Source: an optimization exercise on an open RTL-to-GDS flow (aim: small area and a short achievable clock period). Production flows keep margins and buffers that such runs may drop. Only simulation tests tie the RTL to the original design; equivalence was not proved. No activity file was given, so power comes from the tool's default toggle rates.

## design/flow/flow/run.sh

```bash
#!/bin/bash
# Own layout flow: the standard layout (standard.sh) with two changes.
#  1. DONT_USE_CELLS adds the full and half adder cells (fa, ha) and the
#     clkdlybuf4s delay buffers to the platform's list (flow/dont_use.txt
#     holds the whole list), so synthesis maps adders to plain gates and
#     port buffering and repair use ordinary buffers.
#  2. Clock tree synthesis without dummy loads, with sink clusters of at
#     most 30 flip-flops within 60 um.
# Everything else (synthesis script, floorplan, power grid, placement,
# routing, the clock period and constraints) is the standard flow.
# The make run's full output goes to flow_make.log in the work folder; ORFS
# writes each step's own log under orfs/logs/.
set -euo pipefail
du="$(cat flow/dont_use.txt)"
cts="-sink_clustering_enable -repair_clock_nets -dont_use_dummy_load -sink_clustering_size 30 -sink_clustering_max_diameter 60"
bash standard.sh "DONT_USE_CELLS=$du" "CTS_ARGS=$cts" finish > flow_make.log 2>&1
```

## design/flow/flow/dont_use.txt

```
sky130_fd_sc_hd__probe_p_8 sky130_fd_sc_hd__probec_p_8 sky130_fd_sc_hd__lpflow_bleeder_1 sky130_fd_sc_hd__lpflow_clkbufkapwr_1 sky130_fd_sc_hd__lpflow_clkbufkapwr_16 sky130_fd_sc_hd__lpflow_clkbufkapwr_2 sky130_fd_sc_hd__lpflow_clkbufkapwr_4 sky130_fd_sc_hd__lpflow_clkbufkapwr_8 sky130_fd_sc_hd__lpflow_clkinvkapwr_1 sky130_fd_sc_hd__lpflow_clkinvkapwr_16 sky130_fd_sc_hd__lpflow_clkinvkapwr_2 sky130_fd_sc_hd__lpflow_clkinvkapwr_4 sky130_fd_sc_hd__lpflow_clkinvkapwr_8 sky130_fd_sc_hd__lpflow_decapkapwr_12 sky130_fd_sc_hd__lpflow_decapkapwr_3 sky130_fd_sc_hd__lpflow_decapkapwr_4 sky130_fd_sc_hd__lpflow_decapkapwr_6 sky130_fd_sc_hd__lpflow_decapkapwr_8 sky130_fd_sc_hd__lpflow_inputiso0n_1 sky130_fd_sc_hd__lpflow_inputiso0p_1 sky130_fd_sc_hd__lpflow_inputiso1n_1 sky130_fd_sc_hd__lpflow_inputiso1p_1 sky130_fd_sc_hd__lpflow_inputisolatch_1 sky130_fd_sc_hd__lpflow_isobufsrc_1 sky130_fd_sc_hd__lpflow_isobufsrc_16 sky130_fd_sc_hd__lpflow_isobufsrc_2 sky130_fd_sc_hd__lpflow_isobufsrc_4 sky130_fd_sc_hd__lpflow_isobufsrc_8 sky130_fd_sc_hd__lpflow_isobufsrckapwr_16 sky130_fd_sc_hd__lpflow_lsbuf_lh_hl_isowell_tap_1 sky130_fd_sc_hd__lpflow_lsbuf_lh_hl_isowell_tap_2 sky130_fd_sc_hd__lpflow_lsbuf_lh_hl_isowell_tap_4 sky130_fd_sc_hd__lpflow_lsbuf_lh_isowell_4 sky130_fd_sc_hd__lpflow_lsbuf_lh_isowell_tap_1 sky130_fd_sc_hd__lpflow_lsbuf_lh_isowell_tap_2 sky130_fd_sc_hd__lpflow_lsbuf_lh_isowell_tap_4 sky130_fd_sc_hd__fa_1 sky130_fd_sc_hd__fa_2 sky130_fd_sc_hd__fa_4 sky130_fd_sc_hd__ha_1 sky130_fd_sc_hd__ha_2 sky130_fd_sc_hd__ha_4 sky130_fd_sc_hd__clkdlybuf4s15_1 sky130_fd_sc_hd__clkdlybuf4s15_2 sky130_fd_sc_hd__clkdlybuf4s18_1 sky130_fd_sc_hd__clkdlybuf4s18_2 sky130_fd_sc_hd__clkdlybuf4s25_1 sky130_fd_sc_hd__clkdlybuf4s25_2 sky130_fd_sc_hd__clkdlybuf4s50_1 sky130_fd_sc_hd__clkdlybuf4s50_2
```

## design/flow/standard.sh

```bash
#!/bin/bash
# synth_recipe.tcl (not shown) runs the flow's synth.tcl, then flattens the netlist and writes it again
# the make line also repeats each setting of config.mk as NAME=value (left out here)
make -C /OpenROAD-flow-scripts/flow DESIGN_CONFIG=/design/flow/config.mk WORK_HOME=/design/flow/orfs CLKGATE_MAP_FILE= SYNTH_SCRIPT=/design/flow/synth_recipe.tcl "${@:-finish}"
```

## design/flow/config.mk

```make
export PLATFORM = sky130hd
export DESIGN_NAME = exec_core
export DESIGN_NICKNAME = exec_core
export VERILOG_FILES = /design/flow/design.v
export SDC_FILE = /design/flow/constraint.sdc
export NUM_CORES = 8
export LEC_CHECK = 0
export CAP_MARGIN = 20
export CORE_MARGIN = 2
export CORE_UTILIZATION = 40
export PLACE_DENSITY = 0.6
export SETUP_SLACK_MARGIN = 5
export SLEW_MARGIN = 20
export TNS_END_PERCENT = 0
```

## design/flow/constraint.sdc

```tcl
create_clock -name core_clock -period 10.0 [get_ports {clk}]
set_input_delay 2.0000 -clock core_clock [delete_from_list [all_inputs] [get_ports {clk}]]
set_output_delay 2.0000 -clock core_clock [all_outputs]
set_load 0.01 [all_outputs]
```

## design/flow/design.v

```verilog
package riscv_pkg;
    localparam int xlen = 32;
    localparam logic [6:0] OPCODE_LOAD   = 7'b0000011;
    localparam logic [6:0] OPCODE_OP_IMM = 7'b0010011;
    localparam logic [6:0] OPCODE_STORE  = 7'b0100011;
    localparam logic [6:0] OPCODE_OP     = 7'b0110011;
    localparam logic [6:0] OPCODE_LUI    = 7'b0110111;
    localparam logic [6:0] OPCODE_BRANCH = 7'b1100011;
    typedef struct packed {
        logic [31:0] q0;        
        logic [31:4] q1;        
        logic        c4;        
        logic [7:1]  gg;        
        logic [7:1]  gp;        
        logic [3:0]  beq;       
        logic        sfix;      
        logic [31:0] sh;        
        logic [1:0]  shamt;     
        logic        fill;      
        logic        sel_sll;
        logic        sel_sr;
        logic        sel_lt;
        logic        br_eq;
        logic        br_lt;
        logic        br_inv;
    } stage_t;
endpackage
`timescale 1ns/1ps
module regfile #(
    parameter int data_width = 32
) (
    input  logic                  clk,
    input  logic                  arst_n,
    input  logic [4:0]            rs1_addr,
    input  logic [4:0]            rs2_addr,
    input  logic [4:0]            wr_addr,
    input  logic                  wr_en,
    input  logic [data_width-1:0] wr_data,
    output logic [data_width-1:0] rs1_data,
    output logic [data_width-1:0] rs2_data
);
    logic [31:1] written;
    logic [31:1] we;
    logic [31:1] readable;
    logic [31:1] sel1, sel2;
    logic [data_width-1:0] regs [1:31];
    for (genvar r = 1; r < 32; r++) begin : g_reg
        assign we[r]       = wr_en && (wr_addr == 5'(r));
        assign readable[r] = written[r] && !we[r];
        assign sel1[r]     = rs1_addr == 5'(r);
        assign sel2[r]     = rs2_addr == 5'(r);
        always_ff @(posedge clk or negedge arst_n) begin
            if (!arst_n) written[r] <= 1'b0;
            else if (we[r]) written[r] <= 1'b1;
        end
        always_ff @(posedge clk) begin
            if (we[r]) regs[r] <= wr_data;
        end
    end
    logic [data_width-1:0] raw1, raw2;
    logic                  ok1, ok2;
    always_comb begin
        raw1 = '0;
        raw2 = '0;
        ok1  = 1'b0;
        ok2  = 1'b0;
        for (int r = 1; r < 32; r++) begin
            raw1 = raw1 | ({data_width{sel1[r]}} & regs[r]);
            raw2 = raw2 | ({data_width{sel2[r]}} & regs[r]);
            ok1  = ok1 | (sel1[r] & readable[r]);
            ok2  = ok2 | (sel2[r] & readable[r]);
        end
    end
    assign rs1_data = raw1 & {data_width{ok1}};
    assign rs2_data = raw2 & {data_width{ok2}};
endmodule
`timescale 1ns/1ps
module decode_alu (
    input  logic [31:0]        inst,
    input  logic [31:0]        rs1_data,
    input  logic [31:0]        rs2_data,
    input  logic               fwd_valid,
    input  logic [4:0]         fwd_rd,
    input  logic [31:0]        fwd_data,
    output riscv_pkg::stage_t  st
);
    logic [6:0]  opcode;
    logic [2:0]  f3;
    logic        is_op, is_imm, is_lui, is_load, is_store, is_br, arith, use_rs2;
    logic        sel_add, sel_sll, sel_sr, sra, sel_lt, lt_signed, sub, lp, lg;
    logic        fwd1, fwd2;
    logic [31:0] src1, src2, imm, a, b, p, g, lres;
    logic [31:0] s0, s1;
    logic [7:0]  grp_g, grp_p;
    logic [31:0] sh_in, sh16, sh8, sh4;
    logic        fill;
    assign opcode = inst[6:0];
    assign f3     = inst[14:12];
    assign is_op    = opcode == riscv_pkg::OPCODE_OP;
    assign is_imm   = opcode == riscv_pkg::OPCODE_OP_IMM;
    assign is_lui   = opcode == riscv_pkg::OPCODE_LUI;
    assign is_load  = opcode == riscv_pkg::OPCODE_LOAD;
    assign is_store = opcode == riscv_pkg::OPCODE_STORE;
    assign is_br    = opcode == riscv_pkg::OPCODE_BRANCH;
    assign arith    = is_op || is_imm;
    assign use_rs2  = is_op || is_br;
    assign sel_add   = (arith && f3 == 3'b000) || is_load || is_store;
    assign sel_sll   = arith && f3 == 3'b001;
    assign sel_sr    = arith && f3 == 3'b101;
    assign sra       = sel_sr && inst[30];
    assign sel_lt    = (arith && f3[2:1] == 2'b01) || (is_br && f3[2]);
    assign lt_signed = (arith && f3 == 3'b010) || (is_br && f3[2:1] == 2'b10);
    assign sub       = (is_op && f3 == 3'b000 && inst[30]) || sel_lt;
    assign lp        = (arith && (f3 == 3'b100 || f3 == 3'b110)) || (is_br && f3[2:1] == 2'b00);
    assign lg        = arith && f3[2:1] == 2'b11;
    always_comb begin
        if (is_lui)        imm = {inst[31:12], 12'b0};
        else if (is_store) imm = {{20{inst[31]}}, inst[31:25], inst[11:7]};
        else               imm = {{20{inst[31]}}, inst[31:20]};
    end
    assign fwd1 = fwd_valid && fwd_rd == inst[19:15];
    assign fwd2 = fwd_valid && fwd_rd == inst[24:20];
    assign src1 = rs1_data | (fwd_data & {32{fwd1}});
    assign src2 = rs2_data | (fwd_data & {32{fwd2}});
    assign a = src1;
    assign b = use_rs2 ? (src2 ^ {32{sub}}) : (imm ^ {32{sub}});
    assign p = a ^ b;
    assign g = a & b;
    assign lres = (p & {32{lp}}) | (g & {32{lg}}) | (imm & {32{is_lui}});
    for (genvar k = 0; k < 8; k++) begin : g_grp
        logic [3:0] pk, gk, c0, c1;
        assign pk = p[4*k +: 4];
        assign gk = g[4*k +: 4];
        assign c0[0] = 1'b0;
        assign c0[1] = gk[0];
        assign c0[2] = gk[1] | (pk[1] & gk[0]);
        assign c0[3] = gk[2] | (pk[2] & gk[1]) | (pk[2] & pk[1] & gk[0]);
        assign c1[0] = 1'b1;
        assign c1[1] = gk[0] | pk[0];
        assign c1[2] = gk[1] | (pk[1] & (gk[0] | pk[0]));
        assign c1[3] = gk[2] | (pk[2] & gk[1]) | (pk[2] & pk[1] & (gk[0] | pk[0]));
        assign s0[4*k +: 4] = pk ^ c0;
        assign s1[4*k +: 4] = pk ^ c1;
        assign grp_g[k] = gk[3] | (pk[3] & c0[3]);
        assign grp_p[k] = &pk;
    end
    assign st.q0[3:0]  = sel_add ? (sub ? s1[3:0] : s0[3:0]) : lres[3:0];
    assign st.q0[31:4] = sel_add ? s0[31:4] : lres[31:4];
    assign st.q1       = sel_add ? s1[31:4] : lres[31:4];
    assign st.c4       = grp_g[0] | (grp_p[0] & sub);
    assign st.gg       = grp_g[7:1];
    assign st.gp       = grp_p[7:1];
    for (genvar k = 0; k < 4; k++) begin : g_eq
        assign st.beq[k] = ~|p[8*k +: 8];
    end
    assign st.sfix = lt_signed & (a[31] ^ ~b[31]);
    always_comb begin
        for (int i = 0; i < 32; i++)
            sh_in[i] = sel_sll ? src1[31-i] : src1[i];
    end
    assign fill = sra & src1[31];
    assign sh16 = b[4] ? {{16{fill}}, sh_in[31:16]} : sh_in;
    assign sh8  = b[3] ? {{8{fill}},  sh16[31:8]}   : sh16;
    assign sh4  = b[2] ? {{4{fill}},  sh8[31:4]}    : sh8;
    assign st.sh      = sh4;
    assign st.shamt   = b[1:0];
    assign st.fill    = fill;
    assign st.sel_sll = sel_sll;
    assign st.sel_sr  = sel_sr;
    assign st.sel_lt  = sel_lt;
    assign st.br_eq   = is_br && f3[2:1] == 2'b00;
    assign st.br_lt   = is_br && f3[2];
    assign st.br_inv  = f3[0];
endmodule
`timescale 1ns/1ps
module decode_ctrl (
    input  logic [31:0] inst,
    input  logic        inst_valid,
    output logic        wb
);
    logic [6:0] opcode;
    assign opcode = inst[6:0];
    assign wb = inst_valid && (inst[11:7] != 5'd0) &&
                (opcode == riscv_pkg::OPCODE_OP || opcode == riscv_pkg::OPCODE_OP_IMM ||
                 opcode == riscv_pkg::OPCODE_LUI || opcode == riscv_pkg::OPCODE_LOAD);
endmodule
`timescale 1ns/1ps
module alu_exec (
    input  riscv_pkg::stage_t st,
    output logic [31:0]       result,
    output logic              taken
);
    logic [7:0]  gx [0:3];
    logic [7:0]  px [0:3];
    logic        cout, lt, eq;
    logic [31:0] sum, sh2, sh1, sh_rev;
    assign gx[0] = {st.gg, st.c4};
    assign px[0] = {st.gp, 1'b0};
    for (genvar l = 0; l < 3; l++) begin : g_lvl
        for (genvar k = 0; k < 8; k++) begin : g_k
            if (k >= (1 << l)) begin : g_op
                assign gx[l+1][k] = gx[l][k] | (px[l][k] & gx[l][k-(1<<l)]);
                assign px[l+1][k] = px[l][k] & px[l][k-(1<<l)];
            end else begin : g_cp
                assign gx[l+1][k] = gx[l][k];
                assign px[l+1][k] = px[l][k];
            end
        end
    end
    assign sum[3:0] = st.q0[3:0];
    for (genvar k = 1; k < 8; k++) begin : g_sel
        assign sum[4*k +: 4] = gx[3][k-1] ? st.q1[4*k +: 4] : st.q0[4*k +: 4];
    end
    assign cout = gx[3][7];
    assign lt = ~cout ^ st.sfix;
    assign eq = &st.beq;
    assign sh2 = st.shamt[1] ? {{2{st.fill}}, st.sh[31:2]} : st.sh;
    assign sh1 = st.shamt[0] ? {st.fill, sh2[31:1]} : sh2;
    always_comb begin
        for (int i = 0; i < 32; i++)
            sh_rev[i] = sh1[31-i];
    end
    assign result = sum
                  | ({32{st.sel_sll}} & sh_rev)
                  | ({32{st.sel_sr}} & sh1)
                  | {31'd0, st.sel_lt & lt};
    assign taken = (st.br_eq & (eq ^ st.br_inv)) | (st.br_lt & (lt ^ st.br_inv));
endmodule
`timescale 1ns/1ps
module exec_core #(
    parameter int data_width = riscv_pkg::xlen
) (
    input  logic                  clk,
    input  logic                  arst_n,
    input  logic [31:0]           inst,
    input  logic                  inst_valid,
    output logic [data_width-1:0] result,
    output logic [4:0]            result_rd,
    output logic                  result_valid,
    output logic                  branch_taken
);
    logic [31:0] rs1_data, rs2_data;
    logic [31:0] res;
    logic        valid_q, wb_q;
    logic [4:0]  rd_q;
    logic        wb_d;
    riscv_pkg::stage_t st_d, st_q;
    regfile #(.data_width(32)) regfile_inst (
        .clk      (clk),
        .arst_n   (arst_n),
        .rs1_addr (inst[19:15]),
        .rs2_addr (inst[24:20]),
        .wr_addr  (rd_q),
        .wr_en    (wb_q),
        .wr_data  (res),
        .rs1_data (rs1_data),
        .rs2_data (rs2_data)
    );
    decode_ctrl decode_ctrl_inst (
        .inst       (inst),
        .inst_valid (inst_valid),
        .wb         (wb_d)
    );
    decode_alu decode_alu_inst (
        .inst      (inst),
        .rs1_data  (rs1_data),
        .rs2_data  (rs2_data),
        .fwd_valid (wb_q),
        .fwd_rd    (rd_q),
        .fwd_data  (res),
        .st        (st_d)
    );
    always_ff @(posedge clk or negedge arst_n) begin
        if (!arst_n) begin
            valid_q <= 1'b0;
            wb_q    <= 1'b0;
        end else begin
            valid_q <= inst_valid;
            wb_q    <= wb_d;
        end
    end
    always_ff @(posedge clk) begin
        rd_q <= inst[11:7];
        st_q <= st_d;
    end
    alu_exec alu_exec_inst (
        .st     (st_q),
        .result (res),
        .taken  (branch_taken)
    );
    assign result       = res;
    assign result_rd    = rd_q;
    assign result_valid = valid_q;
endmodule
```

==> flow_summary.json <==
{
  "ys_ff_latch": 1151,
  "die_x_um": 368,
  "coreArea_mm2": 0.131,
  "critPathKind": "in -> reg",
  "worst_skew_pair.late_latency_ns": 0.79,
  "rsz0062_at_grt": "true",
  "synth_area_leaders": "edfxtp_1 56%, a22oi_1 12%, dfxtp_1 4.8%",
  "setup_tns_ns": 0,
  "cts_tree": "yes",
  "path_clk_slew_ns": 0.05,
  "routed_via_density": 7.57,
  "synth_flop_cell": "edfxtp_1",
  "yosysTopAreaCell": "edfxtp_1",
  "fillers": 11800,
  "die_area_mm2": 0.135,
  "crit_fanout": 13,
  "met2WireLength_mm": 112,
  "layout.nets": 4602,
  "core.rowCount": 133,
  "avgRoutedWirePerCell_um": 44.6,
  "required_ns": 10.58,
  "maxCapViolations": 0,
  "yosysTopAreaCellShare_pct": 56.2,
  "period_share_pct": 52.7,
  "multi_input_area_mm2": 0.0202,
  "grt_pass1_vias": 43300,
  "overflow": 0,
  "synth_fp_nets": 4294,
  "io_pins": 74,
  "ys_seq_area_share_pct": 62.5,
  "design_area_mm2": 0.0618,
  "cts.sinks": 1151,
  "max-vdd-ir-drop_uv": 142,
  "area_growth_pct": 16.5,
  "finalHoldViolCount": 0,
  "regArea_mm2": 0.0331,
  "wl_met3_mm": 48.6,
  "final_common_cell": "edfxtp_1",
  "ant_nets": 0,
  "hold_class": "reg -> reg",
  "p_per_area_mw_per_mm2": 154,
  "worst_slew_pin_slew_ns": 1.30,
  "syn_area_mm2": 0.0530,
  "p_leak_nw": 19.8,
  "max_slew_margin_pct": 13.1,
  "clockRootBuffer": "clkbuf_16",
  "worstSetupStartpointType": "input port",
  "grt_start_max_net_pins": 36,
  "cts_hold_repair.buffers": 0,
  "drive_gt1_share_pct": 18.2,
  "drc": 0,
  "routed_wl_mm": 283,
  "gp_congestion": 1.01,
  "synthCells": 4259,
  "hold_ws_ns": 0.462,
  "synth.avg_cell_area_um2": 12.4,
  "cts_made_buffers": 97,
  "final_cell_mix": "992 x edfxtp_1, 817 x a22oi_1, 380 x nand2_1, 176 x buf_1, 123 x dfxtp_1",
  "status": "timing/DRC/antenna clean",
  "place_area_mm2": 0.0561,
  "wl_met1_mm": 91.3,
  "grtUsageTotal_pct": 40.4,
  "worst_ep_arrival_time_ns": 5.85,
  "grt_pass1_wl_mm": 373,
  "fp.dieH_um": 368,
  "topRoutingLayerUsed": "met5",
  "clock_path_buffers": 3,
  "setup_viol": 0,
  "hpwlAfterDp_mm": 166,
  "ys_async_sr_fraction_pct": 2.87,
  "synth.distinct_cells": 89,
  "yosys_warnings": 7,
  "io_buffers": 73,
  "cp-end-kind": "flop",
  "start_util_pct": 40.3,
  "drt_iter0_markers": 10800,
  "dr_total_vias": 47900,
  "antenna_found_initial": 33,
  "drv_slew": 0,
  "drt_pass1_iterations": 11,
  "fin_skew_ns": 0.108,
  "fmax_ghz": 0.190,
  "cts_max_level": 3,
  "min_period_ns": 5.27,
  "synth-edff-count": 992
}
[where the power goes]
| group | internal [mW] | switching, mW | total, mW | leakage [nW] |
|---|---|---|---|---|
| clock | 1.70 | 1.67 | 3.36 | 1.20 |
| sequential | 5.19 | 0.0250 | 5.22 | 9.17 |
| combinational | 0.278 | 0.653 | 0.931 | 9.39 |
[cells by family (layout without fill, tap and decap cells)]
kind of cell / Yosys count / after routing / synth area share, %
buffers and inverters: 349 / 654 / 2.55
adders and majority gates: 29 / 29 / 0.578
DFF: 1151 / 1151 / 62.5
muxes: 145 / 145 / 3.09
AOI/OAI and AO/OA: 1347 / 1347 / 19.0
and+or+nand+nor: 1142 / 1142 / 10.6
xor gates and xnor gates: 96 / 97 / 1.76
other: 0 / 16 / 0
[layout make-up]
type / instances / area share, %
multi-input cells: 2760 / 32.8
well taps: 1755 / 3.56
repair buffers: 502 / 5.63
diodes: 16 / 0.0648
inverters: 55 / 0.361
clock buffers: 97 / 3.93
flip-flops and latches: 1151 / 53.7
[synth_stat cells (17+ instances only)]
master,instances
a21o_1,18
a21oi_1,87
a221oi_1,69
a222oi_1,33
a22o_1,61
a22oi_1,846
a31oi_1,19
and2_1,19
buf_1,62
clkbuf_1,213
dfrtp_1,33
dfxtp_1,126
edfxtp_1,992
inv_1,51
mux2_2,40
mux2i_1,93
nand2_1,402
nand2b_1,31
nand3_1,116
nand3b_1,38
nand4_1,110
nor2_1,205
nor3_1,61
nor4_1,32
o21ai_0,53
o21ai_1,35
or2_2,26
or4_1,17
xnor2_1,64
xor2_1,23
[worst max-delay path, cell delays in order]
cell and delay, ns:
buf_6 0.13, buf_12 0.14, or3b_4 0.46, nor2_4 0.32, buf_2 0.33, buf_6 0.25, a22oi_1 0.09, nand4_1 0.12
nor3_1 0.07, nand2_1 0.27, a22oi_2 0.18, o22ai_4 0.39, xnor2_4 0.18, clkbuf_4 0.27, o31a_1 0.34, mux2_2 0.27
[routing by layer]
metal	track usage, %	vias up
li1	-	17700
met1	47.4	23100
met2	56.2	5384
met3	19.3	1793
met4	31.7	22
met5	0.962	-
[path summary, 6_finish.rpt]
| check | cells past startpoint | slack (ns) | endpoint | start |
|---|---|---|---|---|
| min reg2reg | 1 | 0.46 | regfile_inst.written[16]$_DFFE_PN0P_ | regfile_inst.written[16]$_DFFE_PN0P_ |
| min | 1 | 0.46 | regfile_inst.written[16]$_DFFE_PN0P_ | regfile_inst.written[16]$_DFFE_PN0P_ |
| max in group asynchronous | 1 | 7.99 | regfile_inst.written[8]$_DFFE_PN0P_ | arst_n |
| min in group asynchronous | 1 | 1.37 | regfile_inst.written[30]$_DFFE_PN0P_ | arst_n |
| max reg2reg | 15 | 4.96 | st_q[67]$_DFF_P_ | rd_q[1]$_DFF_P_ |
| max | 16 | 4.73 | st_q[20]$_DFF_P_ | inst[24] |
[flip-flops by register name, summed over array words and instances, names as in the netlist]
register and flops:
wb_q 1, regfile_inst.written 31, regfile_inst.regs 992, rd_q 5, st_q 121, valid_q 1
[per-stage QoR]
step	power [mW]	std cells	util, %	setup slack [ns]
floorplan	5.72	4259	-	4.73
global placement	6.07	5980	42.7	2.17
detailed placement	6.07	5981	42.7	2.30
CTS	9.38	6235	45.9	4.82
global route	9.67	6322	46.9	4.81
finish	9.51	6336	47.0	4.73
[timing repair]
item / in CTS / in global routing
gates resized for setup: 237 / 180
pin swaps: 63 / 65
gates cloned: 3 / 3
setup buffers: 154 / 80
setup endpoints to repair: 148 / 135

port drivers added, routing unchanged:
No port has a modelled driver above. Below, the same layout with a new extraction and two added sets of constraints. Step 1: set_driving_cell puts a clkbuf_16 on clk and a buf_2 on each other input, an assumption about the parent block. Step 2 also shifts input and output timing later by t, the mid clock arrival at the registers, as if the neighbouring blocks saw the same clock. Three values: ideal ports, drivers, drivers and shift; two values: the first two.
shift t [ns]: 0.815
slack for setup (ns): 4.730 / 4.742 / 3.959
worst register clock-pin slew, ns: 0.09 / 0.09
After both steps this run still meets setup and hold. The setup slack of this run moves by +0.012 ns with the drivers and by -0.771 ns with both steps.
